Context: an optimization exercise on an open-source flow, tuned for small area, a short achievable clock period and few clock cycles per item. The choices shown serve that exercise and are no tape-out recipe.
At most, simulation tests tie the RTL to the original design; equivalence was not proved.
No functional check of the RTL was part of runs 5 to 8.
Power and IR drop assume default switching activity.

==> config.mk <==
export PLATFORM = sky130hd
export DESIGN_NAME = krnl_maxpool
export DESIGN_NICKNAME = krnl_maxpool
export VERILOG_FILES = /design/flow/design.v
export SDC_FILE = /design/flow/constraint.sdc
export NUM_CORES = 4
export LEC_CHECK = 0
export CAP_MARGIN = 20
export CORE_MARGIN = 2
export CORE_UTILIZATION = 40
export SETUP_SLACK_MARGIN = 1.5
export SLEW_MARGIN = 20
==> run.sh <==
#!/bin/bash
# synth_recipe.tcl (not shown) runs the flow's synth.tcl, then flattens the netlist and writes it again
# the make line also repeats each setting of config.mk as NAME=value (left out here)
make -C /OpenROAD-flow-scripts/flow DESIGN_CONFIG=/design/flow/config.mk WORK_HOME=/design/flow/orfs CLKGATE_MAP_FILE= SYNTH_SCRIPT=/design/flow/synth_recipe.tcl finish
==> design.v <==
package maxpool_pkg;
  localparam int DATA_WIDTH = 32;
  typedef logic signed [DATA_WIDTH-1:0] elem_t;   
  typedef logic [15:0] count_t;                    
  localparam int AXIL_ADDR_WIDTH = 6;
  localparam int AXIL_DATA_WIDTH = 32;
  typedef logic [AXIL_ADDR_WIDTH-1:0] axil_addr_t;
  typedef logic [AXIL_DATA_WIDTH-1:0] axil_data_t;
  localparam axil_addr_t ADDR_CTRL    = 6'h00;   
  localparam axil_addr_t ADDR_IER     = 6'h04;   
  localparam axil_addr_t ADDR_WINDOWS = 6'h10;   
  localparam int CTRL_START_BIT = 0;
  localparam int CTRL_DONE_BIT  = 1;
  localparam int CTRL_IDLE_BIT  = 2;
endpackage
`timescale 1ns/1ps
module maxpool_control_s_axi (
  input  logic                    ap_clk,
  input  logic                    areset,
  input  logic                    awvalid,
  output logic                    awready,
  input  maxpool_pkg::axil_addr_t awaddr,
  input  logic                    wvalid,
  output logic                    wready,
  input  maxpool_pkg::axil_data_t wdata,
  input  logic [3:0]              wstrb,
  output logic                    bvalid,
  input  logic                    bready,
  output logic [1:0]              bresp,
  input  logic                    arvalid,
  output logic                    arready,
  input  maxpool_pkg::axil_addr_t araddr,
  output logic                    rvalid,
  input  logic                    rready,
  output maxpool_pkg::axil_data_t rdata,
  output logic [1:0]              rresp,
  input  logic                    job_done,     
  output logic                    job_start,    
  output maxpool_pkg::count_t     job_windows,
  output logic                    interrupt
);
  logic       wr_idle;      
  logic       rd_idle;      
  logic       wr_hs;        
  logic       ar_hs;
  logic       busy;         
  logic       done;         
  logic       ier;
  logic       ier_nxt;
  logic       done_nxt;
  logic [2:0] rd_lo;        
  logic       rd_win;       
  assign awready = wr_idle;
  assign wready  = wr_idle;
  assign bresp   = 2'b00;
  assign wr_hs   = wr_idle && awvalid && wvalid;
  always_ff @(posedge ap_clk) begin
    if (areset) begin
      wr_idle <= 1'b1;
      bvalid  <= 1'b0;
    end else if (wr_hs) begin
      wr_idle <= 1'b0;
      bvalid  <= 1'b1;
    end else if (bvalid && bready) begin
      wr_idle <= 1'b1;
      bvalid  <= 1'b0;
    end
  end
  always_ff @(posedge ap_clk) begin
    if (areset) begin
      job_windows <= '0;
    end else if (wr_hs && awaddr == maxpool_pkg::ADDR_WINDOWS) begin
      if (wstrb[0]) job_windows[7:0]  <= wdata[7:0];
      if (wstrb[1]) job_windows[15:8] <= wdata[15:8];
    end
  end
  assign ier_nxt  = (wr_hs && awaddr == maxpool_pkg::ADDR_IER && wstrb[0]) ? wdata[0] : ier;
  assign done_nxt = job_done || (done && !(ar_hs && araddr == maxpool_pkg::ADDR_CTRL));
  always_ff @(posedge ap_clk) begin
    if (areset) begin
      ier       <= 1'b0;
      done      <= 1'b0;
      busy      <= 1'b0;
      job_start <= 1'b0;
      interrupt <= 1'b0;
    end else begin
      ier       <= ier_nxt;
      done      <= done_nxt;
      interrupt <= ier_nxt && done_nxt;
      job_start <= wr_hs && awaddr == maxpool_pkg::ADDR_CTRL && wstrb[0] &&
                   wdata[maxpool_pkg::CTRL_START_BIT] && !busy;
      if (job_done) busy <= 1'b0;
      else if (job_start) busy <= 1'b1;
    end
  end
  assign arready = rd_idle;
  assign rresp   = 2'b00;
  assign ar_hs   = rd_idle && arvalid;
  always_ff @(posedge ap_clk) begin
    if (areset) begin
      rd_idle <= 1'b1;
      rvalid  <= 1'b0;
    end else if (ar_hs) begin
      rd_idle <= 1'b0;
      rvalid  <= 1'b1;
    end else if (rvalid && rready) begin
      rd_idle <= 1'b1;
      rvalid  <= 1'b0;
    end
  end
  always_ff @(posedge ap_clk) begin
    if (ar_hs) begin
      rd_win <= (araddr == maxpool_pkg::ADDR_WINDOWS);
      case (araddr)
        maxpool_pkg::ADDR_CTRL:    rd_lo <= {!busy && !job_start, done, busy || job_start};
        maxpool_pkg::ADDR_IER:     rd_lo <= {2'b00, ier};
        maxpool_pkg::ADDR_WINDOWS: rd_lo <= job_windows[2:0];
        default:                   rd_lo <= 3'b000;
      endcase
    end
  end
  assign rdata = {16'b0, job_windows[15:3] & {13{rd_win}}, rd_lo};
endmodule
`timescale 1ns/1ps
module maxpool_window (
  input  logic                ap_clk,
  input  logic                areset,
  input  logic                job_start,
  input  maxpool_pkg::count_t job_windows,
  input  logic                in_tvalid,
  output logic                in_tready,
  input  maxpool_pkg::elem_t  in_tdata,
  output logic                pool_tvalid,
  input  logic                pool_tready,    
  input  logic                pool_room_nxt,  
  output maxpool_pkg::elem_t  pool_tdata,
  output logic                job_done
);
  logic [17:0]        rem;         
  logic [17:0]        rem_nxt;
  logic               in_hs;
  logic               first;       
  logic               last_win;    
  logic               last_job;    
  logic               full_nxt;
  logic               hold_nxt;
  maxpool_pkg::elem_t run_max;
  logic               gt;          
  logic               load;
  logic [31:0] a_u, b_u;
  logic [31:0] g0, e0;
  logic [15:0] g1, e1;
  logic [7:0]  g2, e2;
  logic [3:0]  g3, e3;
  logic [1:0]  g4, e4;
  assign a_u = {~in_tdata[31], in_tdata[30:0]};
  assign b_u = {~run_max[31], run_max[30:0]};
  assign g0  = a_u & ~b_u;
  assign e0  = ~(a_u ^ b_u);
  for (genvar i = 0; i < 16; i++) begin : g_l1
    assign g1[i] = g0[2*i+1] | (e0[2*i+1] & g0[2*i]);
    assign e1[i] = e0[2*i+1] & e0[2*i];
  end
  for (genvar i = 0; i < 8; i++) begin : g_l2
    assign g2[i] = g1[2*i+1] | (e1[2*i+1] & g1[2*i]);
    assign e2[i] = e1[2*i+1] & e1[2*i];
  end
  for (genvar i = 0; i < 4; i++) begin : g_l3
    assign g3[i] = g2[2*i+1] | (e2[2*i+1] & g2[2*i]);
    assign e3[i] = e2[2*i+1] & e2[2*i];
  end
  for (genvar i = 0; i < 2; i++) begin : g_l4
    assign g4[i] = g3[2*i+1] | (e3[2*i+1] & g3[2*i]);
    assign e4[i] = e3[2*i+1] & e3[2*i];
  end
  assign gt   = g4[1] | (e4[1] & g4[0]);
  assign load = in_hs && (first || gt);
  assign in_hs    = in_tvalid && in_tready;
  assign first    = (rem[1:0] == 2'd0);
  assign last_win = (rem[1:0] == 2'd1);
  assign last_job = (rem == 18'd1);
  assign job_done = (in_hs && last_job) || (job_start && job_windows == '0);
  assign pool_tdata = run_max;
  always_comb begin
    rem_nxt = rem;
    if (job_start) rem_nxt = {job_windows, 2'b00};
    else if (in_hs) rem_nxt = rem - 18'd1;
  end
  assign full_nxt = (in_hs && last_win) || (pool_tvalid && !pool_tready);
  assign hold_nxt = full_nxt && !pool_room_nxt;
  always_ff @(posedge ap_clk) begin
    if (areset) begin
      rem         <= '0;
      pool_tvalid <= 1'b0;
      in_tready   <= 1'b0;
    end else begin
      rem         <= rem_nxt;
      pool_tvalid <= full_nxt;
      in_tready   <= (rem_nxt != '0) && !(rem_nxt[1:0] == 2'd0 && hold_nxt);
    end
  end
  always_ff @(posedge ap_clk) begin
    if (load) run_max <= in_tdata;
  end
endmodule
`timescale 1ns/1ps
module maxpool_out_fifo #(
  parameter int FIFO_DEPTH = 16
) (
  input  logic               ap_clk,
  input  logic               areset,
  input  logic               pool_tvalid,
  output logic               pool_tready,    
  output logic               pool_room_nxt,  
  input  maxpool_pkg::elem_t pool_tdata,
  output logic               out_tvalid,
  input  logic               out_tready,
  output maxpool_pkg::elem_t out_tdata
);
  localparam int RING  = FIFO_DEPTH - 2;
  localparam int POS_W = $clog2(RING);
  localparam int CNT_W = $clog2(RING + 1);
  localparam logic [POS_W-1:0] LAST = POS_W'(RING - 1);
  maxpool_pkg::elem_t ring [RING];
  logic [CNT_W-1:0]   count;       
  logic [POS_W-1:0]   new_pos;     
  logic [POS_W-1:0]   old_pos;     
  logic [POS_W-1:0]   new_pos_inc;
  logic [POS_W-1:0]   old_pos_inc;
  logic               empty;
  logic               wr_en;
  logic               head_free;
  logic               take_ring;   
  logic               to_head;     
  logic               ring_wr;     
  assign empty       = (count == '0);
  assign pool_tready = empty || (count != CNT_W'(RING) && new_pos == '0);
  assign pool_room_nxt = empty ||
                         (wr_en && count < CNT_W'(RING - 1)) ||
                         (!wr_en && new_pos == LAST && count != CNT_W'(RING));
  assign wr_en       = pool_tvalid && pool_tready;
  assign head_free   = !out_tvalid || out_tready;
  assign take_ring   = head_free && !empty && (old_pos == LAST);
  assign to_head     = head_free && empty;
  assign ring_wr     = wr_en && !to_head;
  assign new_pos_inc = (new_pos == LAST) ? {POS_W{1'b0}} : new_pos + 1'b1;
  assign old_pos_inc = (old_pos == LAST) ? {POS_W{1'b0}} : old_pos + 1'b1;
  always_ff @(posedge ap_clk) begin
    if (areset) begin
      count      <= '0;
      new_pos    <= '0;
      old_pos    <= '0;
      out_tvalid <= 1'b0;
    end else begin
      case ({ring_wr, take_ring})
        2'b10:   count <= count + 1'b1;
        2'b01:   count <= count - 1'b1;
        default: count <= count;
      endcase
      new_pos <= ring_wr ? {POS_W{1'b0}} : new_pos_inc;
      if (ring_wr && (empty || (count == CNT_W'(1) && take_ring))) old_pos <= '0;
      else if (!take_ring) old_pos <= old_pos_inc;
      out_tvalid <= take_ring || (to_head && wr_en) || (out_tvalid && !out_tready);
    end
  end
  always_ff @(posedge ap_clk) begin
    ring[0] <= wr_en ? pool_tdata : ring[RING-1];
    for (int i = 1; i < RING; i++) ring[i] <= ring[i-1];
    if (head_free) out_tdata <= empty ? pool_tdata : ring[RING-1];
  end
endmodule
`timescale 1ns/1ps
module krnl_maxpool #(
  parameter int FIFO_DEPTH = 16    
) (
  input  logic                    ap_clk,
  input  logic                    areset,
  input  logic                    s_axi_control_awvalid,
  output logic                    s_axi_control_awready,
  input  maxpool_pkg::axil_addr_t s_axi_control_awaddr,
  input  logic                    s_axi_control_wvalid,
  output logic                    s_axi_control_wready,
  input  maxpool_pkg::axil_data_t s_axi_control_wdata,
  input  logic [3:0]              s_axi_control_wstrb,
  output logic                    s_axi_control_bvalid,
  input  logic                    s_axi_control_bready,
  output logic [1:0]              s_axi_control_bresp,
  input  logic                    s_axi_control_arvalid,
  output logic                    s_axi_control_arready,
  input  maxpool_pkg::axil_addr_t s_axi_control_araddr,
  output logic                    s_axi_control_rvalid,
  input  logic                    s_axi_control_rready,
  output maxpool_pkg::axil_data_t s_axi_control_rdata,
  output logic [1:0]              s_axi_control_rresp,
  output logic                    interrupt,
  input  logic                    in_tvalid,
  output logic                    in_tready,
  input  maxpool_pkg::elem_t      in_tdata,
  output logic                    out_tvalid,
  input  logic                    out_tready,
  output maxpool_pkg::elem_t      out_tdata
);
  logic                job_start;
  logic                job_done;
  maxpool_pkg::count_t job_windows;
  logic                pool_tvalid;
  logic                pool_tready;
  logic                pool_room_nxt;
  maxpool_pkg::elem_t  pool_tdata;
  maxpool_control_s_axi u_control (
    .ap_clk      (ap_clk),
    .areset      (areset),
    .awvalid     (s_axi_control_awvalid),
    .awready     (s_axi_control_awready),
    .awaddr      (s_axi_control_awaddr),
    .wvalid      (s_axi_control_wvalid),
    .wready      (s_axi_control_wready),
    .wdata       (s_axi_control_wdata),
    .wstrb       (s_axi_control_wstrb),
    .bvalid      (s_axi_control_bvalid),
    .bready      (s_axi_control_bready),
    .bresp       (s_axi_control_bresp),
    .arvalid     (s_axi_control_arvalid),
    .arready     (s_axi_control_arready),
    .araddr      (s_axi_control_araddr),
    .rvalid      (s_axi_control_rvalid),
    .rready      (s_axi_control_rready),
    .rdata       (s_axi_control_rdata),
    .rresp       (s_axi_control_rresp),
    .job_done    (job_done),
    .job_start   (job_start),
    .job_windows (job_windows),
    .interrupt   (interrupt)
  );
  maxpool_window u_window (
    .ap_clk        (ap_clk),
    .areset        (areset),
    .job_start     (job_start),
    .job_windows   (job_windows),
    .in_tvalid     (in_tvalid),
    .in_tready     (in_tready),
    .in_tdata      (in_tdata),
    .pool_tvalid   (pool_tvalid),
    .pool_tready   (pool_tready),
    .pool_room_nxt (pool_room_nxt),
    .pool_tdata    (pool_tdata),
    .job_done      (job_done)
  );
  maxpool_out_fifo #(
    .FIFO_DEPTH (FIFO_DEPTH)
  ) u_out_fifo (
    .ap_clk        (ap_clk),
    .areset        (areset),
    .pool_tvalid   (pool_tvalid),
    .pool_tready   (pool_tready),
    .pool_room_nxt (pool_room_nxt),
    .pool_tdata    (pool_tdata),
    .out_tvalid    (out_tvalid),
    .out_tready    (out_tready),
    .out_tdata     (out_tdata)
  );
endmodule
==> constraint.sdc <==
create_clock -name core_clock -period 3.8 [get_ports {ap_clk}]
set_input_delay 0.7600 -clock core_clock [delete_from_list [all_inputs] [get_ports {ap_clk}]]
set_output_delay 0.7600 -clock core_clock [all_outputs]
set_load 0.01 [all_outputs]
==> notes.md, run 1 <==
Required @ worst endpoint 4.15 ns; final-report setup violation count 0; CP arrival 2.69 ns; clk buf depth 3; total area of sequential cells 0.0122 mm^2; root buffer cell clkbuf_16; DIE HEIGHT 202 um; DRC viols 0; largest family of logic cells by synthesized area simple AND/OR/NAND/NOR gates; largest net degree at the start of global routing 64; startpoint types input port; hold slack final 0.320 ns; post-synthesis cell type count 63; Antenna Nets Post-Route 0; CTS Buf Count 54; Multi-input gate area 0.00349 mm^2; Yosys top cell by area dfxtp_1; register bit count reported by yosys 574; register area share after synthesis 77.7%; Final nets 1460; Worst setup EP type register; fin crit share 61.6%; min-delay src u_out_fifo.ring[9][10]; Hold-fix buffers, CTS 0; antenna violations before repair 1; FF-to-FF Start u_window.run_max[1]; Hold Path Depth 0; die area 0.0408 mm^2; Cells after Synth 1151; WL/cell 14.4 um; design area 0.0200 mm^2; Area after DPL 0.0176 mm^2; Synth warnings 4; Endpoint, Worst Hold u_out_fifo.ring[10][10]; Mapped Area 0.0157 mm^2; first-pass GRT wire length 43200 um; status timing/DRC/antenna clean; final number of hold-violating endpoints 0; DR vias 8382; via/cell ratio 4.43; area grow syn2layout 27.8%; Clk Latency, worst-skew pair 0.58 ns; Filler cells 3269; Synth Area in Adders 3.28%; Leak 8.10 nW; Cell Pwr Density 655 mW/mm^2; syn avg cell area 13.6 um^2; min cycle time layout 2.34 ns; Post-Synth XOR/XNOR Area 0.727%; number of global-route vias before repair 8207; top_reg_cell synth dfxtp_1; mux share of post-synthesis cell area 1.62%; largest cells by area after synthesis dfxtp_1, edfxtp_1, ha_1, o21ai_0, nand2_1; Initial Util 40.5%; Tightest Hold Check Type reg -> reg; Setup TNS 0 ns; RD Place Congestion 0.805; PortBufs 126; Max IR drop VDD 0.334 mV; remaining global-route overflow 0; Total GRT Usage 13.4%; CORE AREA 0.0386 mm^2; Detailed Routing Iterations Pass 1 4; clk sink count 574; Worst Clk Skew 0.00980 ns; Finished Layout Cells 1891; worst reg2reg endpoint u_window.run_max[22]; I/O Pins 165; Initial DRC Count 274; H-Tree Level Count 2; row count 72; Worst Setup Path Type in -> reg; Clock Pin Slew Worst Setup and Hold Paths 0.07 ns; Worst Max-Slew Pin Slew 0.654 ns; top-area cell type share of the netlist area 64.7%; Compound-Gate Fraction of Synth Area 5.74%; share of cells above drive strength 1 14.7%; unrepaired setup endpoints after global routing true; Rel. slew slack 56.4%; CTS tree yes; R2R Setup Slk 1.49 ns; number of synthesized flops with an enable pin 68; Final Max Slew Viols 0; Max-cap violations 0; Die Wd 202 um; Post-Route WL 27200 um; placed cells 1772; HPWL Detailed 16900 um; critical path peak fanout 6; achievable frequency 0.427 GHz; Post-Synth Simple-Gate Area 8.05%; ys async rst share 0%; number of cells on the worst reg-to-reg path 10
how the worst max path moves through the flow:
stage	from	end	slack (ns)	cells after the start
after floorplan	out_tready	u_out_fifo.count[3]	1.30	9
after global placement	in_tdata[5]	u_window.run_max[5]	0.41	9
after detailed placement	in_tdata[5]	u_window.run_max[5]	0.40	9
after CTS	u_control.rd_win	s_axi_control_rdata[9]	1.42	3
after global routing	u_window.run_max[5]	u_window.run_max[22]	1.40	10
final	in_tdata[5]	u_window.run_max[22]	1.46	10
metrics by stage:
stage               total power [mW]  utilization (%)  setup slack, ns
floorplan                       7.18                -             1.30
global placement                7.48             45.4            0.413
detailed placement              7.50             45.4            0.404
CTS                             13.2             51.2             1.42
global route                    13.7             51.8             1.40
finish                          13.1             51.8             1.46
area by class of cell:
cell class / instances / share of cell area (%)
antenna: 1 / 0.0125
clock buffer: 77 / 7.91
clock inverter: 21 / 1.57
inverter: 48 / 0.919
multi-input combinational: 500 / 17.5
sequential: 574 / 60.8
tap: 518 / 3.24
timing repair buffer: 152 / 8.07
worst max-delay path, stage by stage:
cell	delay, ns
dlygate4sd2_1	0.27
ha_4	0.25
a21o_1	0.15
a21o_1	0.16
a21oi_2	0.18
nor3_2	0.09
o311ai_4	0.36
nand3_4	0.14
buf_12	0.18
buf_12	0.14
cells in the mapped netlist (4+ instances only):
| master | n |
|---|---|
| o31ai_1 | 5 |
| a21o_1 | 12 |
| ha_1 | 41 |
| buf_4 | 21 |
| nand4b_1 | 4 |
| a21oi_1 | 26 |
| clkbuf_1 | 23 |
| nor2b_1 | 4 |
| nor4_1 | 8 |
| edfxtp_1 | 68 |
| nand2_1 | 85 |
| xor2_1 | 7 |
| nor2_1 | 62 |
| nand3_1 | 11 |
| dfxtp_1 | 506 |
| xnor2_1 | 6 |
| or4_1 | 4 |
| nand4_1 | 10 |
| inv_1 | 48 |
| o21ai_0 | 70 |
| a211oi_1 | 4 |
| mux2i_1 | 22 |
| and4_1 | 5 |
| a31oi_1 | 8 |
| nor3_1 | 7 |
| and2_1 | 19 |
| nand2b_1 | 7 |
flip-flops by register name (all words and copies together) (netlist names):
signal and flops:
u_control.rd_win 1, u_window.rem 18, u_out_fifo.old_pos 4, u_control.interrupt 1
u_control.bvalid 1, u_out_fifo.out_tdata 32, u_control.job_start 1, u_out_fifo.new_pos 4
u_window.run_max 32, u_control.done 1, u_out_fifo.ring 448, u_control.ier 1
u_control.wr_idle 1, u_out_fifo.count 4, u_window.pool_tvalid 1, u_control.rd_lo 3
u_control.rd_idle 1, u_out_fifo.out_tvalid 1, u_control.job_windows 16, u_control.rvalid 1
u_control.busy 1, u_window.in_tready 1
metal layers:
| layer | part of all wire (%) | up-vias | routed length, um | track usage (%) |
|---|---|---|---|---|
| met2 | 45 | 165 | 12300 | 20.7 |
| li1 | - | 4211 | - | - |
| met1 | 48 | 3957 | 12900 | 18.0 |
| met5 | 0 | - | 0 | 0 |
| met4 | 2.4 | 0 | 663 | 4.81 |
| met3 | 4.8 | 49 | 1300 | 3.69 |
cell families (layout without fill, tap and decap cells):
kind of cell	after synthesis	after routing
DFF	574	574
and+or+nand+nor	251	252
other	1	21
buffers and inverters	97	298
muxes	25	25
adders and majority gates	41	41
AOI/OAI and AO/OA	149	149
xor gates and xnor gates	13	13
cells in the final DEF (no fill, tap or decap), types with 8 or more instances in the layout:
cell type and instances:
dfxtp_1 503, clkdlybuf4s50_1 83, nand2_1 82, edfxtp_1 68, o21ai_0 66, nor2_1 60, clkbuf_16 60, inv_1 43
ha_1 30, mux2i_1 22, conb_1 20, dlygate4sd2_1 20, a21oi_1 19, buf_4 16, clkbuf_1 13, and2_4 12
a21o_1 12, buf_6 11, nand4_1 10, ha_4 10, dlymetal6s2s_1 9, nand3_1 8, clkinv_2 8
where the power goes:
group	switching (mW)	internal, mW	leakage [nW]
Sequential	0.133	6.49	4.77
Combinational	0.444	0.467	2.40
Clock	2.19	3.38	0.933
Total	2.77	10.3	8.10
repair_timing:
action                     in CTS  in global routing
pin swaps                      23                 10
setup buffers                   9                  5
gates resized for setup        86                 72
gates cloned                    3                  3
setup endpoints to repair      58                 67
Testbench counts, summed over its fixed seeds: cycles 8,364, items 2,035.
==> inputs of run 2 (changes only) <==
--- a/config.mk
+++ b/config.mk
@@ -8,5 +8,6 @@
 export CAP_MARGIN = 20
 export CORE_MARGIN = 2
 export CORE_UTILIZATION = 40
+export CTS_BUF_LIST = sky130_fd_sc_hd__clkbuf_4 sky130_fd_sc_hd__clkbuf_8
 export SETUP_SLACK_MARGIN = 1.5
 export SLEW_MARGIN = 20
==> notes.md, run 2 <==
Detailed Routing Iterations Pass 1 4; critical path peak fanout 8; clk sink count 574; Worst Max-Slew Pin Slew 0.753 ns; Cells after Synth 1151; Cell Pwr Density 643 mW/mm^2; Post-Route WL 27300 um; Final Max Slew Viols 0; total area of sequential cells 0.0122 mm^2; syn avg cell area 13.6 um^2; commonest cells after routing, fill and taps aside dfxtp_1, clkbuf_8, nand2_1; fin crit share 61.7%; area grow syn2layout 27.5%; Antenna Nets Post-Route 0; Max IR drop VDD 0.385 mV; Leak 8.22 nW; Diodes inserted 0; Post-Synth Simple-Gate Area 8.05%; final number of hold-violating endpoints 0; Clock Pin Slew Worst Setup and Hold Paths 0.07 ns; max reg flops 448; most common cell after layout, fill and taps aside dfxtp_1; status timing/DRC/antenna clean; largest cells by area after synthesis dfxtp_1, edfxtp_1, ha_1, o21ai_0, nand2_1; DRC viols 0; Multi-input gate area 0.00341 mm^2; die area 0.0408 mm^2; CTS tree yes; Final nets 1495; placed cells 1772; unrepaired setup endpoints after global routing true; Initial DRC Count 282; largest net degree at the start of global routing 64; Worst setup EP type register; Post-Synth XOR/XNOR Area 0.727%; remaining global-route overflow 0; register area share after synthesis 77.7%; post-synthesis cell type count 63; RD Place Congestion 0.805; ys async rst share 0%; Compound-Gate Fraction of Synth Area 5.74%; DIE HEIGHT 202 um; min cycle time layout 2.34 ns; I/O Pins 165; Biggest register u_out_fifo.ring; commonest cells in the netlist dfxtp_1, nand2_1, o21ai_0, edfxtp_1, nor2_1; number of global-route vias before repair 8543; startpoint types input port; Required @ worst endpoint 4.18 ns; CTS Buf Count 87; root buffer cell clkbuf_8; Tightest Hold Check Type reg -> reg; PortBufs 126; Worst Clk Skew 0.0323 ns; Util after Layout 51.7%; Max-cap violations 0; Die Wd 202 um; CORE AREA 0.0386 mm^2; via/cell ratio 4.41; Mapped Area 0.0157 mm^2; Regs by FF count u_out_fifo.ring (448), u_out_fifo.out_tdata (32), u_window.run_max (32); H-Tree Level Count 3; first-pass GRT wire length 43800 um; mux share of post-synthesis cell area 1.62%; Initial Util 40.5%; top-area cell type share of the netlist area 64.7%; largest family of logic cells by synthesized area simple AND/OR/NAND/NOR gates; DR vias 8595; Clk Latency, worst-skew pair 0.62 ns; Finished Layout Cells 1950; top_reg_cell synth dfxtp_1; register bit count reported by yosys 574; row count 72; Setup TNS 0 ns; WL/cell 14.0 um; Yosys top cell by area dfxtp_1; Rel. slew slack 49.1%; Filler cells 3311; share of cells above drive strength 1 18.9%; number of synthesized flops with an enable pin 68; Hold-fix buffers, CTS 0; Synth warnings 4; antenna violations before repair 0; HPWL Detailed 16900 um; Synth Area in Adders 3.28%; most common cell in the netlist dfxtp_1; clk buf depth 3; final-report setup violation count 0; Worst Setup Path Type in -> reg; CP arrival 2.72 ns; Total GRT Usage 13.6%; achievable frequency 0.427 GHz
## run 2: cell counts after synthesis
No cell type changed its count.
## run 2: repair_timing
action	in CTS	in global routing
pin swaps	16	12
gates cloned	4	0
resized for setup	146	31
setup endpoints to repair	81	63
setup buffers	11	7
## run 2: worst paths after layout
check	cells after the start	from	slack (ns)	end
worst max-delay path	10	in_tdata[21]	1.46	u_window.run_max[29]
worst max register to register	10	u_window.run_max[1]	1.51	u_window.run_max[29]
worst min-delay path	0	u_out_fifo.ring[12][1]	0.30	u_out_fifo.ring[13][1]
worst min register to register	0	u_out_fifo.ring[12][1]	0.30	u_out_fifo.ring[13][1]
## run 2: cell type report
cell class | instances | share of cell area, %
tap | 518 | 3.25
multi-input combinational | 499 | 17.1
inverter | 48 | 0.921
sequential | 574 | 61.0
clock buffer | 132 | 8.28
timing repair buffer | 155 | 8.13
clock inverter | 24 | 1.33
## run 2: report_power, final
group	internal (mW)	total (mW)	switching (mW)
sequential	6.49	6.62	0.131
combinational	0.448	0.886	0.438
clock	3.08	5.33	2.25
## run 2: routing by layer
| layer | track usage (%) | share of wire (%) |
|---|---|---|
| met5 | 0 | 0 |
| met3 | 3.51 | 4.6 |
| met4 | 7.12 | 3.2 |
| met2 | 20.5 | 44 |
| met1 | 18.0 | 48 |
## run 2: through the flow
stage                     setup WS (ns)  hold WS (ns)  instance area, um^2  power [mW]
after global routing               1.39         0.297                20000        13.4
after CTS                          1.43         0.290                19800        13.0
after floorplan                    1.30         0.310                15900        7.18
final                              1.46         0.298                20000        12.8
after global placement            0.413         0.310                17600        7.48
after detailed placement          0.404         0.312                17600        7.50
## run 2: critical path: stages
cell,delay [ns]
clkdlybuf4s50_1,0.44
ha_1,0.32
a21o_1,0.18
a21o_1,0.18
a21oi_2,0.18
o21ai_0,0.13
nand2_1,0.12
nand3_4,0.11
buf_12,0.16
buf_12,0.13
## run 2: kinds of logic (layout without fill, tap and decap cells)
kind of cell | count (synthesis) | count (layout)
buffers and inverters | 97 | 359
AOI/OAI and AO/OA | 149 | 149
DFF | 574 | 574
adders and majority gates | 41 | 41
muxes | 25 | 25
xor gates and xnor gates | 13 | 13
other | 1 | 20
and+or+nand+nor | 251 | 251
==> inputs of run 3 (changes only) <==
--- a/config.mk
+++ b/config.mk
@@ -7,7 +7,6 @@
 export LEC_CHECK = 0
 export CAP_MARGIN = 20
 export CORE_MARGIN = 2
-export CORE_UTILIZATION = 40
-export CTS_BUF_LIST = sky130_fd_sc_hd__clkbuf_4 sky130_fd_sc_hd__clkbuf_8
-export SETUP_SLACK_MARGIN = 1.5
+export CORE_UTILIZATION = 60
+export SETUP_SLACK_MARGIN = 2.0
 export SLEW_MARGIN = 20
==> notes.md, run 3 <==
R2R Setup Slk 1.46 ns; clk buf depth 3; Area after DPL 0.0174 mm^2; Endpoint, Worst Hold u_out_fifo.ring[6][3]; PortBufs 126; design area 0.0202 mm^2; Die Wd 166 um; Psw 2.83 mW; CP cell instances clkdlybuf4s15_1 -> ha_4 -> a21o_1 -> a21o_1 -> a21oi_2 -> nor3_2 -> o311ai_4 -> nand3_4 -> buf_12 -> buf_12; remaining global-route overflow 0; DRC viols 0; Finished Layout Cells 1742; worst reg2reg endpoint u_window.run_max[30]; DR vias 8585; Filler cells 1558; total area of sequential cells 0.0122 mm^2; number of global-route vias before repair 8628; Regs by FF count u_out_fifo.ring (448), u_out_fifo.out_tdata (32), u_window.run_max (32); Final Max Slew Viols 0; unrepaired setup endpoints after global routing true; Rel. slew slack 64.4%; register area share after synthesis 77.7%; Clk Latency, worst-skew pair 0.56 ns; FF-to-FF Start u_window.run_max[5]; HPWL Detailed 16000 um; Clock Power Share 41.4%; Setup TNS 0 ns; Cell Pwr Density 645 mW/mm^2; min-delay src u_out_fifo.ring[5][3]; Comb power frac 7.8%; Diodes inserted 0; RD Place Congestion 0.780; internal power 10.2 mW; slowest stage delay, CP 0.37 ns; CP arrival 2.66 ns; min cycle time layout 2.35 ns; largest net degree at the start of global routing 64; clk sink count 574; syn avg cell area 13.6 um^2; commonest cells after routing, fill and taps aside dfxtp_1, nand2_1, edfxtp_1; top-area cell type share of the netlist area 64.7%; Final nets 1495; pre-CTS setup slack 0.418 ns; share of cells above drive strength 1 23.5%; top_reg_cell synth dfxtp_1; area grow syn2layout 29.2%; CTS Buf Count 51; Max-cap violations 0; Multi-input gate area 0.00384 mm^2; die area 0.0274 mm^2; final worst slack 1.45 ns; antenna violations before repair 0; Leak 8.32 nW; Antenna Nets Post-Route 0; Required @ worst endpoint 4.11 ns; Biggest register u_out_fifo.ring; Sw Share 21.7%; most common cell after layout, fill and taps aside dfxtp_1; Yosys top cell by area dfxtp_1; Worst Setup Path Type in -> reg; Bufs and invs on worst path 3; Total GRT Usage 20.2%; Initial Util 60.6%; Max IR drop VDD 0.561 mV; Detailed Routing Iterations Pass 1 5; register bit count reported by yosys 574; I/O Pins 165; Seq pwr share 50.8%; via/cell ratio 4.93; Worst Max-Slew Pin Slew 0.534 ns; number of cells on the worst reg-to-reg path 10; row count 59; root buffer cell clkbuf_16; Mapped Area 0.0157 mm^2; achievable frequency 0.425 GHz; number of synthesized flops with an enable pin 68; hold slack final 0.318 ns; Tightest Hold Check Type reg -> reg; Clock Pin Slew Worst Setup and Hold Paths 0.06 ns; Synth warnings 4; commonest cells in the netlist dfxtp_1, nand2_1, o21ai_0, edfxtp_1, nor2_1; final-report setup violation count 0; CORE AREA 0.0258 mm^2; Initial DRC Count 593; placed cells 1590; Hold-fix buffers, CTS 0; most common cell in the netlist dfxtp_1; largest cells by area after synthesis dfxtp_1, edfxtp_1, ha_1, o21ai_0, nand2_1; startpoint types input port; final number of hold-violating endpoints 0; CP top delay family compound AO/OA/AOI/OAI gates; CTS tree yes; Cells after Synth 1151; status timing/DRC/antenna clean; Hold Path Depth 0; post-synthesis cell type count 63; critical path peak fanout 8; max reg flops 448; Post-Route WL 28700 um; DIE HEIGHT 166 um; WL/cell 16.5 um; fin crit share 61.9%; H-Tree Level Count 2; Worst Clk Skew 0.0154 ns; Max stage delay cell, worst path o311ai_4; ys async rst share 0%; first-pass GRT wire length 43200 um; Worst setup EP type register
-- run 3: cell counts after synthesis --
Identical to the previous run, type by type.
-- run 3: worst max path at each step --
stage                                    from                      to  slack (ns)  depth (start not counted)
after global routing      u_window.run_max[5]    u_window.run_max[30]        1.40                         10
after global placement            in_tdata[1]     u_window.run_max[6]        0.48                          9
final                             in_tdata[5]    u_window.run_max[30]        1.45                         10
after detailed placement          in_tdata[5]     u_window.run_max[7]        0.42                          9
after floorplan                    out_tready     u_out_fifo.count[3]        1.30                          9
after CTS                    u_control.rd_win  s_axi_control_rdata[5]        1.47                          3
-- run 3: repair_timing --
action,4_1_cts,5_1_grt
pin swaps,54,42
endpoints found under the setup margin,212,149
endpoints found under the hold margin,0,0
resized for setup,327,79
buffers inserted,37,15
cloned,2,3
-- run 3: per-stage QoR --
stage	power, mW	util, %
after floorplan	7.18	-
after global routing	13.5	78.3
after CTS	13.1	76.5
after detailed placement	7.50	67.2
after global placement	7.47	67.2
final	13.1	78.3
-- run 3: worst reg2reg max path: cells and delay by family, from the launching register on --
kind,cells,cell delay (ns)
buffers and inverters,3,0.41
adder cells (fa/ha/maj),1,0.20
AO/OA/AOI/OAI,4,0.89
AND/OR/NAND/NOR,2,0.22
flip-flops,1,0.37
-- run 3: routing by layer --
metal  wire (um)  vias up  GRT usage (%)
li1            -     4282              -
met1       12800     4077           26.9
met2       14000      186           33.2
met3        1460       40           4.72
met4         449        0           5.92
met5           0        -              0
-- run 3: power by group through the flow --
stage                     Clock, mW  Sequential, mW  Combinational (mW)
after floorplan                   0            6.73               0.455
after global placement            0            6.73               0.739
after detailed placement          0            6.75               0.750
after CTS                      5.50            6.63               0.932
after global routing           5.76            6.66                1.11
final                          5.41            6.63                1.02
-- run 3: layout make-up --
cell class              instances  share of cell area (%)
flip-flops and latches        574                    60.4
inverters                      48                   0.946
repair buffers                190                    8.58
clock inverters                26                    1.62
clock buffers                  69                    7.42
well taps                     335                    2.07
multi-input cells             500                    19.0
-- run 3: kinds of logic (layout without fill, tap and decap cells) --
family                   Yosys count  after routing  share of synthesized area [%]
flip-flops                       574            574                           77.7
other                              1             20                         0.0239
AND/OR/NAND/NOR                  251            251                           8.05
XOR/XNOR                          13             13                          0.727
multiplexers                      25             25                           1.62
adder cells (fa/ha/maj)           41             41                           3.28
AO/OA/AOI/OAI                    149            150                           5.74
buffers and inverters             97            333                           2.84
==> inputs of run 4 (changes only) <==
--- a/config.mk
+++ b/config.mk
@@ -7,6 +7,8 @@
 export LEC_CHECK = 0
 export CAP_MARGIN = 20
 export CORE_MARGIN = 2
-export CORE_UTILIZATION = 60
-export SETUP_SLACK_MARGIN = 2.0
+export CORE_UTILIZATION = 40
+export CTS_BUF_LIST = sky130_fd_sc_hd__clkbuf_2 sky130_fd_sc_hd__clkbuf_4
+export CTS_CLUSTER_SIZE = 40
+export SETUP_SLACK_MARGIN = 1.5
 export SLEW_MARGIN = 20
==> notes.md, run 4 <==
placed cells 1772; Biggest register u_out_fifo.ring; ys async rst share 0%; row count 72; Leak 8.15 nW; clk sink count 574; CP cell instances buf_6 -> buf_16 -> and2_4 -> buf_6; Max stage delay cell, worst path edfxtp_1; final number of hold-violating endpoints 0; root buffer cell clkbuf_4; Regs by FF count u_out_fifo.ring (448), u_out_fifo.out_tdata (32), u_window.run_max (32); share of cells above drive strength 1 22.6%; register area share after synthesis 77.7%; syn avg cell area 13.6 um^2; max reg flops 448; Detailed Routing Iterations Pass 1 4; first-pass GRT wire length 45000 um; commonest cells after routing, fill and taps aside dfxtp_1, clkbuf_4, nand2_1; Initial DRC Count 301; Cells after Synth 1151; Hold-fix buffers, CTS 0; Bufs and invs on worst path 3; antenna violations before repair 1; WL/cell 13.6 um; final worst slack 1.32 ns; achievable frequency 0.403 GHz; Finished Layout Cells 2035; Clock Pin Slew Worst Setup and Hold Paths 0.06 ns; crit-path most repeated cell buf_6; Worst Clk Skew 0.0503 ns; pre-CTS setup slack 0.404 ns; unrepaired setup endpoints after global routing true; Setup TNS 0 ns; CTS Buf Count 143; Total GRT Usage 13.9%; die area 0.0408 mm^2; register bit count reported by yosys 574; Final nets 1547; Required @ worst endpoint 3.04 ns; Antenna Nets Post-Route 0; slowest stage delay, CP 0.41 ns; area grow syn2layout 26.4%; Final Max Slew Viols 0; fin crit share 65.4%; Max-cap violations 0; critical path peak fanout 6; via/cell ratio 4.34; Mapped Area 0.0157 mm^2; min cycle time layout 2.48 ns; most common cell in the netlist dfxtp_1; Area after DPL 0.0176 mm^2; CP arrival 1.72 ns; top_reg_cell synth dfxtp_1; number of synthesized flops with an enable pin 68; Pwr Total 12.4 mW; DIE HEIGHT 202 um; Synth warnings 4; CTS tree yes; CP top delay family flip-flops; Post-Route WL 27700 um; I/O Pins 165; Yosys top cell by area dfxtp_1; H-Tree Level Count 4; Rel. slew slack 49.8%; HPWL Detailed 16900 um; DRC viols 0; post-synthesis cell type count 63; commonest cells in the netlist dfxtp_1, nand2_1, o21ai_0, edfxtp_1, nor2_1; top-area cell type share of the netlist area 64.7%; largest net degree at the start of global routing 64; PortBufs 126; Filler cells 3397; final-report setup violation count 0; Worst setup EP type output pin; Worst Max-Slew Pin Slew 0.744 ns; RD Place Congestion 0.805; Tightest Hold Check Type reg -> reg; most common cell after layout, fill and taps aside dfxtp_1; Worst Setup Path Type reg -> out; DR vias 8838; largest cells by area after synthesis dfxtp_1, edfxtp_1, ha_1, o21ai_0, nand2_1; status timing/DRC/antenna clean; CORE AREA 0.0386 mm^2; Max IR drop VDD 0.281 mV; design area 0.0198 mm^2; remaining global-route overflow 0; clk buf depth 3; Cell Pwr Density 628 mW/mm^2; Clk Latency, worst-skew pair 0.80 ns; Die Wd 202 um; Initial Util 40.5%; startpoint types register; number of global-route vias before repair 9081
## run 4: cell count changes in the layout (fill, tap and decap cells not counted), sizes merged, moves of 6 or more
cell           change
clkbuf           +139
buf               -65
clkdlybuf4s50     +26
clkinv            +16
clkdlybuf4s15     +12
dlygate4sd2        -6
## run 4: area by class of cell
type                    count  area, um^2  area share [%]
diodes                      1        2.50          0.0126
clock buffers             211        1580            8.00
clock inverters            33         216            1.09
inverters                  48         184           0.929
multi-input cells         499        3410            17.2
flip-flops and latches    574       12200            61.6
well taps                 518         648            3.27
repair buffers            151        1570            7.91
## run 4: kinds of logic (layout without fill, tap and decap cells)
kind of cell	after synthesis	count (layout)	synth area share [%]
compound gates	149	149	5.74
xor+xnor	13	13	0.727
fa+ha+maj	41	41	3.28
buf+inv	97	443	2.84
flops	574	574	77.7
mux	25	25	1.62
other cells	1	21	0.0239
simple gates	251	251	8.05
## run 4: path summary, 6_finish.rpt
kind,startpoint,slack (ns),to,depth (start not counted)
worst max register to register,u_window.run_max[5],1.44,u_window.run_max[19],10
worst max-delay path,u_control.rd_win,1.32,s_axi_control_rdata[4],4
worst min-delay path,u_out_fifo.ring[9][10],0.29,u_out_fifo.ring[10][10],0
worst min register to register,u_out_fifo.ring[9][10],0.29,u_out_fifo.ring[10][10],0
## run 4: through the flow
step / hold slack, ns / utilization (%)
after floorplan: 0.310 / -
after global routing: 0.298 / 51.2
after detailed placement: 0.312 / 45.4
after CTS: 0.292 / 50.7
final: 0.291 / 51.2
after global placement: 0.310 / 45.4
## run 4: worst register-to-register path, stage by stage (launching register included)
cell and delay [ns]:
edfxtp_1 0.38, inv_2 0.09, ha_4 0.20, a21o_1 0.15, a21o_1 0.16, a21oi_2 0.19, nor3_2 0.08, o311ai_4 0.38
nand3_4 0.18, buf_12 0.18, clkbuf_16 0.15
## run 4: routing by layer
layer  vias up  global-route usage (%)  wire length [um]
met1      4140                    17.7             13100
li1       4463                       -                 -
met2       183                    21.1             12700
met5         -                       0                 0
met3        52                    4.50              1240
met4         0                    7.46               656
## run 4: timing repair
action,CTS,global route
gates cloned,3,1
pin swaps,6,10
gates resized for setup,156,44
setup endpoints to repair,92,68
setup buffers,9,5
hold endpoints to repair,0,0
## run 4: where the power goes
part / internal (mW) / switching [mW]
Combinational: 0.437 / 0.438
Sequential: 6.48 / 0.134
Clock: 2.68 / 2.26
Total: 9.60 / 2.84
==> inputs of run 5 (changes only) <==
--- a/design.v
+++ b/design.v
@@ -145,36 +145,6 @@
   logic               full_nxt;
   logic               hold_nxt;
   maxpool_pkg::elem_t run_max;
-  logic               gt;          
-  logic               load;
-  logic [31:0] a_u, b_u;
-  logic [31:0] g0, e0;
-  logic [15:0] g1, e1;
-  logic [7:0]  g2, e2;
-  logic [3:0]  g3, e3;
-  logic [1:0]  g4, e4;
-  assign a_u = {~in_tdata[31], in_tdata[30:0]};
-  assign b_u = {~run_max[31], run_max[30:0]};
-  assign g0  = a_u & ~b_u;
-  assign e0  = ~(a_u ^ b_u);
-  for (genvar i = 0; i < 16; i++) begin : g_l1
-    assign g1[i] = g0[2*i+1] | (e0[2*i+1] & g0[2*i]);
-    assign e1[i] = e0[2*i+1] & e0[2*i];
-  end
-  for (genvar i = 0; i < 8; i++) begin : g_l2
-    assign g2[i] = g1[2*i+1] | (e1[2*i+1] & g1[2*i]);
-    assign e2[i] = e1[2*i+1] & e1[2*i];
-  end
-  for (genvar i = 0; i < 4; i++) begin : g_l3
-    assign g3[i] = g2[2*i+1] | (e2[2*i+1] & g2[2*i]);
-    assign e3[i] = e2[2*i+1] & e2[2*i];
-  end
-  for (genvar i = 0; i < 2; i++) begin : g_l4
-    assign g4[i] = g3[2*i+1] | (e3[2*i+1] & g3[2*i]);
-    assign e4[i] = e3[2*i+1] & e3[2*i];
-  end
-  assign gt   = g4[1] | (e4[1] & g4[0]);
-  assign load = in_hs && (first || gt);
   assign in_hs    = in_tvalid && in_tready;
   assign first    = (rem[1:0] == 2'd0);
   assign last_win = (rem[1:0] == 2'd1);
@@ -200,7 +170,7 @@
     end
   end
   always_ff @(posedge ap_clk) begin
-    if (load) run_max <= in_tdata;
+    if (in_hs && (first || in_tdata > run_max)) run_max <= in_tdata;
   end
 endmodule
 `timescale 1ns/1ps
--- a/config.mk
+++ b/config.mk
@@ -8,7 +8,4 @@
 export CAP_MARGIN = 20
 export CORE_MARGIN = 2
 export CORE_UTILIZATION = 40
-export CTS_BUF_LIST = sky130_fd_sc_hd__clkbuf_2 sky130_fd_sc_hd__clkbuf_4
-export CTS_CLUSTER_SIZE = 40
-export SETUP_SLACK_MARGIN = 1.5
 export SLEW_MARGIN = 20
==> notes.md, run 5 <==
status timing/DRC/antenna clean; Comb power frac 6.6%; Cell Pwr Density 657 mW/mm^2; largest cells by area after synthesis dfxtp_1, edfxtp_1, ha_1, mux2_2, mux2i_1; clk sink count 574; Initial DRC Count 341; register bit count reported by yosys 574; area grow syn2layout 22.6%; clk buf depth 3; Required @ worst endpoint 4.09 ns; PortBufs 126; commonest cells in the netlist dfxtp_1, edfxtp_1, nand2_1, nor2_1; Post-Route WL 27200 um; Biggest register u_out_fifo.ring; Antenna Nets Post-Route 0; Synth warnings 4; first-pass GRT wire length 43000 um; ys async rst share 0%; DRC viols 0; final number of hold-violating endpoints 0; HPWL Detailed 17200 um; WL/cell 14.6 um; most common cell after layout, fill and taps aside dfxtp_1; Max stage delay cell, worst path or4_1; Sw Share 22.0%; Mapped Area 0.0157 mm^2; postcts setup bufs 0; Worst setup EP type register; Filler cells 3417; commonest cells after routing, fill and taps aside dfxtp_1, clkdlybuf4s50_1, edfxtp_1; syn avg cell area 14.0 um^2; Initial Util 40.6%; row count 72; top_reg_cell synth dfxtp_1; Clock Pin Slew Worst Setup and Hold Paths 0.06 ns; slowest stage delay, CP 0.54 ns; post-synthesis cell type count 57; Tightest Hold Check Type reg -> reg; most common cell in the netlist dfxtp_1; number of synthesized flops with an enable pin 68; register area share after synthesis 77.4%; Detailed Routing Iterations Pass 1 4; Total GRT Usage 13.3%; Worst Setup Path Type in -> reg; Rel. slew slack 52.1%; antenna violations before repair 3; final-report setup violation count 0; remaining global-route overflow 0; number of global-route vias before repair 8255; DR vias 8172; unrepaired setup endpoints after global routing false; RD Place Congestion 0.752; number of gates resized after CTS 0; DIE HEIGHT 202 um; Worst Clk Skew 0.0134 ns; largest net degree at the start of global routing 64; CTS tree yes; Final nets 1420; root buffer cell clkbuf_16; critical path peak fanout 20; Yosys top cell by area dfxtp_1; share of cells above drive strength 1 10.0%; Regs by FF count u_out_fifo.ring (448), u_out_fifo.out_tdata (32), u_window.run_max (32); CP cell instances clkdlybuf4s50_1 -> ha_1 -> a21oi_1 -> o21ai_0 -> a211oi_1 -> o31ai_1 -> or4_1 -> a31o_2 -> buf_4; pre-CTS setup slack 0.0430 ns; I/O Pins 165; top-area cell type share of the netlist area 64.4%; CTS Buf Count 54; H-Tree Level Count 2; Hold-fix buffers, CTS 0; Max-cap violations 0; internal power 9.89 mW; Clk Latency, worst-skew pair 0.57 ns; Setup TNS 0 ns; Max IR drop VDD 0.363 mV; Die Wd 202 um; Psw 2.79 mW; min cycle time layout 3.24 ns; Leak 7.69 nW; final worst slack 0.564 ns; Final Max Slew Viols 0; achievable frequency 0.309 GHz; max reg flops 448; CORE AREA 0.0387 mm^2; Seq pwr share 52.8%; Worst Max-Slew Pin Slew 0.709 ns; die area 0.0409 mm^2; startpoint types input port; Clock Power Share 40.5%; CP arrival 3.53 ns; fin crit share 85.2%; Cells after Synth 1124; via/cell ratio 4.41
[run 5: cell count changes after synthesis, moves of 4 or more]
cell | previous run | this run
mux2_2 | 3 | 34
o21ai_0 | 70 | 45
nand2_1 | 85 | 64
nor2_1 | 62 | 51
a21o_1 | 12 | 2
a21oi_1 | 26 | 32
nor3_1 | 7 | 13
nor4_1 | 8 | 13
clkbuf_1 | 23 | 19
xnor2_1 | 6 | 10
[run 5: layout make-up]
cell class | count | area, um^2 | area share, %
clock buffers | 84 | 1570 | 8.12
clock inverters | 18 | 170 | 0.882
multi-input cells | 477 | 3210 | 16.7
diodes | 2 | 5.00 | 0.0260
well taps | 518 | 648 | 3.36
flip-flops and latches | 574 | 12200 | 63.1
inverters | 46 | 173 | 0.895
repair buffers | 136 | 1340 | 6.93
[run 5: path summary, 6_finish.rpt]
kind,endpoint,cells past startpoint,startpoint,slack (ns)
worst max-delay path,u_window.run_max[25],9,in_tdata[19],0.56
worst min-delay path,u_out_fifo.ring[12][21],0,u_out_fifo.ring[11][21],0.32
worst max register to register,u_window.run_max[25],9,u_window.run_max[19],0.76
worst min register to register,u_out_fifo.ring[12][21],0,u_out_fifo.ring[11][21],0.32
[run 5: kinds of logic after synthesis]
| logic type | count (synthesis) | share of synthesized area (%) |
|---|---|---|
| DFF | 574 | 77.4 |
| and+or+nand+nor | 223 | 7.15 |
| AOI/OAI and AO/OA | 117 | 4.46 |
| buffers and inverters | 92 | 2.71 |
| muxes | 58 | 3.96 |
| adders and majority gates | 42 | 3.34 |
| xor gates and xnor gates | 17 | 0.947 |
| other | 1 | 0.0238 |
[run 5: routing by layer]
layer	vias to the layer above	share of wire, %	global-route usage, %
li1	4102	-	-
met1	3872	48	17.8
met2	140	44	20.9
met3	56	5.0	3.24
met4	2	2.4	4.74
met5	-	0.048	0
[run 5: critical path, delay by kind of cell]
family | cells | cell delay, ns
fa+ha+maj | 1 | 0.33
compound gates | 5 | 1.19
buf+inv | 2 | 0.67
simple gates | 1 | 0.54
[run 5: power by group through the flow]
stage                     registers, mW  clock network [mW]  logic (mW)
after floorplan                    6.80                   0       0.497
after global placement             6.82                   0       0.833
after detailed placement           6.83                   0       0.846
after CTS                          6.70                5.29       0.853
after global routing               6.74                5.53       0.938
final                              6.70                5.14       0.842
[run 5: metrics by stage]
stage	utilization, %	hold WS, ns	cell area [um^2]	cells	total power, mW
final	49.8	0.317	19300	1855	12.7
after global routing	49.8	0.322	19300	1853	13.2
after CTS	49.8	0.314	19300	1853	12.8
after detailed placement	45.3	0.312	17500	1751	7.67
after global placement	45.3	0.310	17500	1751	7.65
after floorplan	-	0.310	15800	1143	7.30
==> inputs of run 6 (changes only) <==
--- a/config.mk
+++ b/config.mk
@@ -8,4 +8,5 @@
 export CAP_MARGIN = 20
 export CORE_MARGIN = 2
 export CORE_UTILIZATION = 40
+export SETUP_SLACK_MARGIN = 1.5
 export SLEW_MARGIN = 20
==> notes.md, run 6 <==
status timing/DRC/antenna clean; max reg flops 448; Regs by FF count u_out_fifo.ring (448), u_out_fifo.out_tdata (32), u_window.run_max (32); ys async rst share 0%; commonest cells in the netlist dfxtp_1, edfxtp_1, nand2_1, nor2_1; register area share after synthesis 77.4%; antenna violations before repair 1; met3 Use GR 3.13%; top-area cell type share of the netlist area 64.4%; fin crit share 69.7%; Rel. slew slack 46.6%; post-synthesis cell type count 57; Leak 8.02 nW; Die Wd 202 um; most common cell in the netlist dfxtp_1; number of global-route vias before repair 8412; clk sink count 574; Filler cells 3343; remaining global-route overflow 0; Final Max Slew Viols 0; CTS tree yes; CP top delay family compound AO/OA/AOI/OAI gates; H-Tree Level Count 2; Final nets 1434; Mapped Area 0.0157 mm^2; Bufs and invs on worst path 2; critical path peak fanout 8; largest net degree at the start of global routing 45; DIE HEIGHT 202 um; clk buf depth 3; Worst Clk Skew 0.0273 ns; CORE AREA 0.0387 mm^2; via/cell ratio 4.42; row count 72; HPWL Detailed 16800 um; Cell Pwr Density 661 mW/mm^2; Initial DRC Count 365; syn avg cell area 14.0 um^2; final-report setup violation count 0; unrepaired setup endpoints after global routing true; Worst Max-Slew Pin Slew 0.797 ns; GR Layer Usage met2 20.9%; Tightest Hold Check Type reg -> reg; achievable frequency 0.378 GHz; area grow syn2layout 26.8%; WL/cell 14.9 um; Max IR drop VDD 0.430 mV; final number of hold-violating endpoints 0; Total GRT Usage 14.0%; Clk Latency, worst-skew pair 0.60 ns; Post-Route WL 27800 um; GRT met1 Usage 19.8%; share of cells above drive strength 1 17.1%; slowest stage delay, CP 0.50 ns; DRC viols 0; hold slack final 0.308 ns; Synth warnings 4; grt peak-use layer met2; Pwr Total 13.2 mW; Finished Layout Cells 1868; Worst Setup Path Type in -> reg; Required @ worst endpoint 4.12 ns; CP arrival 2.97 ns; Initial Util 40.6%; Max-cap violations 0; Biggest register u_out_fifo.ring; most common cell after layout, fill and taps aside dfxtp_1; Setup TNS 0 ns; DR vias 8257; Worst setup EP type register; Detailed Routing Iterations Pass 1 4; largest cells by area after synthesis dfxtp_1, edfxtp_1, ha_1, mux2_2, mux2i_1; RD Place Congestion 0.795; placed cells 1753; Clock Pin Slew Worst Setup and Hold Paths 0.06 ns; Max stage delay cell, worst path or4_4; CTS Buf Count 55; CP cell instances clkdlybuf4s50_1 -> ha_1 -> a21oi_1 -> o21ai_1 -> buf_4 -> a211oi_4 -> o31ai_4 -> or4_4 -> a31o_4; Antenna Nets Post-Route 0; register bit count reported by yosys 574; number of synthesized flops with an enable pin 68; min cycle time layout 2.65 ns; root buffer cell clkbuf_16; PortBufs 126; first-pass GRT wire length 45000 um; I/O Pins 165; startpoint types input port; Cells after Synth 1124; die area 0.0409 mm^2; top_reg_cell synth dfxtp_1; Yosys top cell by area dfxtp_1; commonest cells after routing, fill and taps aside dfxtp_1, clkdlybuf4s50_1, edfxtp_1
-- run 6: cell counts after synthesis --
No cell type changed its count.
-- run 6: what timing repair did --
action / CTS / global route
hold buffers: 0 / 0
gates resized for setup: 130 / 49
gates cloned: 3 / 0
pin swaps: 39 / 5
endpoints found under the setup margin: 61 / 49
setup buffers: 6 / 2
-- run 6: cell families after synthesis --
group                    Yosys count  share of synthesized area (%)
flip-flops                       574                           77.4
AO/OA/AOI/OAI                    117                           4.46
XOR/XNOR                          17                          0.947
other                              1                         0.0238
buffers and inverters             92                           2.71
AND/OR/NAND/NOR                  223                           7.15
adder cells (fa/ha/maj)           42                           3.34
multiplexers                      58                           3.96
-- run 6: power breakdown --
group          total, mW  internal, mW  leakage, nW  switching (mW)
logic               1.01         0.488         2.30           0.523
clock network       5.48          3.25        0.928            2.24
registers           6.69          6.54         4.79           0.147
-- run 6: layer usage --
layer,wire length (um),part of all wire [%],vias up
li1,-,-,4137
met4,544,2.0,2
met5,11,0.040,-
met1,13800,50,3928
met2,12000,43,148
met3,1390,5.0,42
-- run 6: final timing paths --
| kind | start | endpoint | slack (ns) | cells after the start |
|---|---|---|---|---|
| max | in_tdata[24] | u_window.run_max[23] | 1.15 | 9 |
| min | u_out_fifo.ring[10][31] | u_out_fifo.ring[11][31] | 0.31 | 0 |
| max reg2reg | u_window.run_max[1] | u_window.run_max[23] | 1.19 | 8 |
| min reg2reg | u_out_fifo.ring[10][31] | u_out_fifo.ring[11][31] | 0.31 | 0 |
-- run 6: cell type report --
class / instances / area (um^2) / area share, %
repair buffers: 146 / 1380 / 6.91
clock buffers: 78 / 1570 / 7.89
inverters: 46 / 176 / 0.885
well taps: 518 / 648 / 3.25
flip-flops and latches: 574 / 12200 / 61.1
clock inverters: 25 / 302 / 1.51
multi-input cells: 480 / 3680 / 18.5
diodes: 1 / 2.50 / 0.0125
-- run 6: metrics by stage --
stage / area, um^2 / worst slack [ns] / util [%]
final: 19900 / 1.15 / 51.5
after CTS: 19800 / 1.18 / 51.2
after floorplan: 15900 / 1.05 / -
after global placement: 17600 / -0.00221 / 45.5
after detailed placement: 17600 / 0.0205 / 45.5
after global routing: 19900 / 1.11 / 51.5
==> inputs of run 7 (changes only) <==
--- a/config.mk
+++ b/config.mk
@@ -5,6 +5,7 @@
 export SDC_FILE = /design/flow/constraint.sdc
 export NUM_CORES = 4
 export LEC_CHECK = 0
+export ABC_CLOCK_PERIOD_IN_PS = 2200
 export CAP_MARGIN = 20
 export CORE_MARGIN = 2
 export CORE_UTILIZATION = 40
==> notes.md, run 7 <==
Total GRT Usage 14.0%; Clock Pin Slew Worst Setup and Hold Paths 0.06 ns; Required @ worst endpoint 4.12 ns; clk buf depth 3; Die Wd 202 um; final worst slack 1.15 ns; CP arrival 2.97 ns; internal power 10.3 mW; RD Place Congestion 0.795; final-report setup violation count 0; H-Tree Level Count 2; Hold-fix buffers, CTS 0; FF-to-FF Start u_window.run_max[1]; Final nets 1434; via/cell ratio 4.42; fin crit share 69.7%; total area of sequential cells 0.0122 mm^2; root buffer cell clkbuf_16; Regs by FF count u_out_fifo.ring (448), u_out_fifo.out_tdata (32), u_window.run_max (32); Tightest Hold Check Type reg -> reg; R2R Setup Slk 1.19 ns; Worst Max-Slew Pin Slew 0.797 ns; Mapped Area 0.0157 mm^2; first-pass GRT wire length 45000 um; Area after DPL 0.0176 mm^2; status timing/DRC/antenna clean; Rel. slew slack 46.6%; CORE AREA 0.0387 mm^2; slowest stage delay, CP 0.50 ns; area grow syn2layout 26.8%; pre-CTS setup slack 0.0205 ns; CTS tree yes; Post-Route WL 27800 um; Max-cap violations 0; Psw 2.91 mW; top-area cell type share of the netlist area 64.4%; WL/cell 14.9 um; Synth warnings 4; Seq pwr share 50.8%; top_reg_cell synth dfxtp_1; Antenna Nets Post-Route 0; Filler cells 3343; Initial Util 40.6%; Comb power frac 7.7%; DR vias 8257; min-delay src u_out_fifo.ring[10][31]; Multi-input gate area 0.00368 mm^2; clk sink count 574; CP cell instances clkdlybuf4s50_1 -> ha_1 -> a21oi_1 -> o21ai_1 -> buf_4 -> a211oi_4 -> o31ai_4 -> or4_4 -> a31o_4; most common cell after layout, fill and taps aside dfxtp_1; number of synthesized flops with an enable pin 68; Cell Pwr Density 661 mW/mm^2; register area share after synthesis 77.4%; antenna violations before repair 1; I/O Pins 165; DIE HEIGHT 202 um; share of cells above drive strength 1 17.1%; ys async rst share 0%; Worst Setup Path Type in -> reg; Biggest register u_out_fifo.ring; hold slack final 0.308 ns; worst reg2reg endpoint u_window.run_max[23]; Clk Latency, worst-skew pair 0.60 ns; most common cell in the netlist dfxtp_1; die area 0.0409 mm^2; Max stage delay cell, worst path or4_4; post-synthesis cell type count 57; largest net degree at the start of global routing 45; DRC viols 0; Yosys top cell by area dfxtp_1; critical path peak fanout 8; Max IR drop VDD 0.430 mV; min cycle time layout 2.65 ns; row count 72; Sw Share 22.0%; Initial DRC Count 365; commonest cells in the netlist dfxtp_1, edfxtp_1, nand2_1, nor2_1; Leak 8.02 nW; Detailed Routing Iterations Pass 1 4; remaining global-route overflow 0; placed cells 1753; startpoint types input port; Clock Power Share 41.6%; final number of hold-violating endpoints 0; Hold Path Depth 0; unrepaired setup endpoints after global routing true; Final Max Slew Viols 0; syn avg cell area 14.0 um^2; CTS Buf Count 55; Cells after Synth 1124; Finished Layout Cells 1868; register bit count reported by yosys 574; HPWL Detailed 16800 um; Worst Clk Skew 0.0273 ns; number of global-route vias before repair 8412; max reg flops 448; achievable frequency 0.378 GHz; Endpoint, Worst Hold u_out_fifo.ring[11][31]; Worst setup EP type register; largest cells by area after synthesis dfxtp_1, edfxtp_1, ha_1, mux2_2, mux2i_1; PortBufs 126; design area 0.0199 mm^2; commonest cells after routing, fill and taps aside dfxtp_1, clkdlybuf4s50_1, edfxtp_1; number of cells on the worst reg-to-reg path 8
-- run 7: how the worst max path moves through the flow --
stage                         from                    to  slack, ns  cells after the start
4_1_cts        u_window.run_max[1]   u_window.run_max[6]       1.18                      8
3_3_place_gp          in_tdata[19]  u_window.run_max[25]     -0.002                      9
3_5_place_dp          in_tdata[19]  u_window.run_max[25]       0.02                      9
2_1_floorplan          in_tdata[1]   u_window.run_max[0]       1.05                      7
5_1_grt        u_window.run_max[1]  u_window.run_max[23]       1.11                      8
6_report              in_tdata[24]  u_window.run_max[23]       1.15                      9
-- run 7: layer usage --
metal	up-vias	part of all wire, %	track usage, %
met5	-	0.040	0
met4	2	2.0	5.01
met3	42	5.0	3.13
met2	148	43	20.9
met1	3928	50	19.8
li1	4137	-	-
-- run 7: metrics by stage --
step	utilization, %	power [mW]	TNS, ns
CTS	51.2	13.3	0
detailed placement	45.5	7.67	0
floorplan	-	7.30	0
global placement	45.5	7.66	-0.0153
finish	51.5	13.2	0
global route	51.5	13.7	0
-- run 7: what timing repair did --
item                                   in CTS  in global routing
buffers inserted                            6                  2
endpoints found under the hold margin       0                  0
gates resized for setup                   130                 49
setup endpoints to repair                  61                 49
cloned                                      3                  0
pin swaps                                  39                  5
-- run 7: power groups by stage --
stage | Sequential (mW) | Clock, mW | Combinational (mW)
floorplan | 6.80 | 0 | 0.504
global placement | 6.81 | 0 | 0.847
detailed placement | 6.82 | 0 | 0.855
CTS | 6.69 | 5.63 | 0.984
global route | 6.73 | 5.89 | 1.11
finish | 6.69 | 5.48 | 1.01
-- run 7: worst max-delay path, delay by kind of cell --
kind	cells	cell delay, ns
buffers and inverters	2	0.59
AOI/OAI and AO/OA	5	0.92
and+or+nand+nor	1	0.50
adders and majority gates	1	0.19
-- run 7: kinds of logic (layout without fill, tap and decap cells) --
kind of cell	count (synthesis)	count (layout)	synth area share, %
other cells	1	21	0.0238
flops	574	574	77.4
simple gates	223	223	7.15
buf+inv	92	295	2.71
fa+ha+maj	42	42	3.34
xor+xnor	17	17	0.947
compound gates	117	120	4.46
mux	58	58	3.96
-- run 7: final cells by class --
cell class | count | share of cell area, %
clock buffer | 78 | 7.89
clock inverter | 25 | 1.51
antenna | 1 | 0.0125
timing repair buffer | 146 | 6.91
multi-input combinational | 480 | 18.5
inverter | 46 | 0.885
sequential | 574 | 61.1
tap | 518 | 3.25
==> inputs of run 8 (changes only) <==
--- a/config.mk
+++ b/config.mk
@@ -5,9 +5,9 @@
 export SDC_FILE = /design/flow/constraint.sdc
 export NUM_CORES = 4
 export LEC_CHECK = 0
-export ABC_CLOCK_PERIOD_IN_PS = 2200
+export ABC_CLOCK_PERIOD_IN_PS = 1500
 export CAP_MARGIN = 20
 export CORE_MARGIN = 2
 export CORE_UTILIZATION = 40
-export SETUP_SLACK_MARGIN = 1.5
+export SETUP_SLACK_MARGIN = 2.0
 export SLEW_MARGIN = 20
==> notes.md, run 8 <==
status timing/DRC/antenna clean; Bufs and invs on worst path 3; final number of hold-violating endpoints 0; pre-CTS setup slack 0.106 ns; H-Tree Level Count 2; root buffer cell clkbuf_16; Post-Synth XOR/XNOR Area 0.947%; CTS Buf Count 54; Psw 2.97 mW; Required @ worst endpoint 4.14 ns; area grow syn2layout 35.2%; slowest stage delay, CP 0.57 ns; clk buf depth 3; Detailed Routing Iterations Pass 1 4; most common cell in the netlist dfxtp_1; largest net degree at the start of global routing 41; DIE HEIGHT 202 um; Synth Area in Adders 3.34%; largest cells by area after synthesis dfxtp_1, edfxtp_1, ha_1, mux2_2, mux2i_1; number of cells on the worst reg-to-reg path 9; min cycle time layout 2.81 ns; Biggest register u_out_fifo.ring; Util after Layout 54.9%; Post-Synth Simple-Gate Area 7.15%; worst reg2reg endpoint u_window.run_max[28]; achievable frequency 0.356 GHz; Final nets 1499; Clock Pin Slew Worst Setup and Hold Paths 0.06 ns; Clk Latency, worst-skew pair 0.59 ns; die area 0.0409 mm^2; Worst Max-Slew Pin Slew 0.636 ns; post-synthesis cell type count 57; Synth warnings 4; Total GRT Usage 14.5%; Hold Path Depth 0; critical path peak fanout 9; Cells after Synth 1124; RD Place Congestion 0.765; CP top delay family simple AND/OR/NAND/NOR gates; remaining global-route overflow 0; Worst setup EP type register; Post-Route WL 30800 um; FF-to-FF Start u_window.run_max[1]; WL/cell 16.0 um; Comb power frac 9.2%; final worst slack 0.990 ns; DR vias 8621; CP arrival 3.15 ns; Antenna Nets Post-Route 0; register area share after synthesis 77.4%; Worst path depth 10; Max-cap violations 0; final-report setup violation count 0; Tightest Hold Check Type reg -> reg; number of global-route vias before repair 8560; top_reg_cell synth dfxtp_1; commonest cells after routing, fill and taps aside dfxtp_1, edfxtp_1, clkbuf_16; Finished Layout Cells 1930; Pwr Total 13.1 mW; clk sink count 574; Compound-Gate Fraction of Synth Area 4.46%; Clock Power Share 39.6%; top-area cell type share of the netlist area 64.4%; min-delay src u_out_fifo.ring[1][7]; I/O Pins 165; Yosys top cell by area dfxtp_1; DRC viols 0; Max stage delay cell, worst path or4_4; HPWL Detailed 16800 um; register bit count reported by yosys 574; ys async rst share 0%; Diodes inserted 0; design area 0.0213 mm^2; Seq pwr share 51.1%; fin crit share 73.9%; Setup TNS 0 ns; share of cells above drive strength 1 30.4%; Initial DRC Count 376; Mapped Area 0.0157 mm^2; antenna violations before repair 1; CTS tree yes; internal power 10.1 mW; CORE AREA 0.0387 mm^2; Die Wd 202 um; Hold-fix buffers, CTS 0; Regs by FF count u_out_fifo.ring (448), u_out_fifo.out_tdata (32), u_window.run_max (32); Worst Clk Skew 0.0226 ns; Area after DPL 0.0177 mm^2; number of synthesized flops with an enable pin 68; Worst Setup Path Type in -> reg; startpoint types input port; hold slack final 0.319 ns; Rel. slew slack 57.6%; row count 72; Final Max Slew Viols 0; mux share of post-synthesis cell area 3.96%; first-pass GRT wire length 46200 um; largest family of logic cells by synthesized area simple AND/OR/NAND/NOR gates; max reg flops 448; via/cell ratio 4.47; PortBufs 126; Endpoint, Worst Hold u_out_fifo.ring[2][7]; commonest cells in the netlist dfxtp_1, edfxtp_1, nand2_1, nor2_1; R2R Setup Slk 1.04 ns; Leak 8.71 nW; placed cells 1750; Initial Util 40.6%; CP cell instances clkdlybuf4s50_1 -> ha_4 -> and4_1 -> nand2_1 -> nor3_1 -> buf_4 -> o311a_4 -> or4_4 -> a31o_4 -> buf_12; Cell Pwr Density 617 mW/mm^2; Sw Share 22.6%; unrepaired setup endpoints after global routing true; most common cell after layout, fill and taps aside dfxtp_1; Max IR drop VDD 0.331 mV; syn avg cell area 14.0 um^2
## run 8: logic make-up (layout without fill, tap and decap cells)
kind of cell	count (synthesis)	in the layout
other	1	20
AND/OR/NAND/NOR	223	223
AO/OA/AOI/OAI	117	118
buffers and inverters	92	360
XOR/XNOR	17	17
multiplexers	58	58
flip-flops	574	574
adder cells (fa/ha/maj)	42	42
## run 8: worst register-to-register path, cell delays in order (launching register included)
cell and delay (ns):
edfxtp_1 0.40, inv_2 0.10, ha_4 0.21, nor2b_4 0.12
o211ai_1 0.25, a21oi_2 0.11, o311a_4 0.33, or4_4 0.57
a31o_4 0.27, buf_12 0.15
## run 8: worst max-delay path by stage
stage / slack, ns / to / startpoint
global placement: 0.12 / u_window.run_max[27] / in_tdata[27]
floorplan: 1.05 / u_window.run_max[0] / in_tdata[1]
detailed placement: 0.11 / u_window.run_max[27] / in_tdata[25]
global route: 0.98 / u_window.run_max[24] / in_tdata[17]
finish: 0.99 / u_window.run_max[28] / in_tdata[17]
CTS: 1.03 / u_window.run_max[28] / u_window.run_max[1]
## run 8: power groups by stage
stage	Clock [mW]	Combinational (mW)	Sequential, mW
after floorplan	0	0.524	6.80
after global placement	0	0.860	6.81
after detailed placement	0	0.867	6.82
after CTS	5.35	1.08	6.69
after global routing	5.60	1.32	6.74
final	5.20	1.21	6.70
## run 8: area by class of cell
cell class | instances | area (um^2)
multi-input combinational | 478 | 4190
tap | 518 | 648
inverter | 46 | 181
fill | 3209 | 17500
clock inverter | 25 | 191
sequential | 574 | 12200
clock buffer | 75 | 1570
timing repair buffer | 214 | 2270
## run 8: layer usage
| metal | GRT usage (%) | vias up | routed length [um] | share of wire [%] |
|---|---|---|---|---|
| li1 | - | 4255 | - | - |
| met1 | 19.3 | 4163 | 14200 | 46 |
| met2 | 23.1 | 152 | 14700 | 48 |
| met3 | 3.87 | 49 | 1370 | 4.5 |
| met4 | 4.17 | 2 | 568 | 1.8 |
| met5 | 0 | - | 12 | 0.039 |
## run 8: timing repair
item,CTS,global route
pin swaps,43,50
gates resized for setup,359,186
buffers inserted,42,24
gates cloned,7,7
setup endpoints to repair,188,169
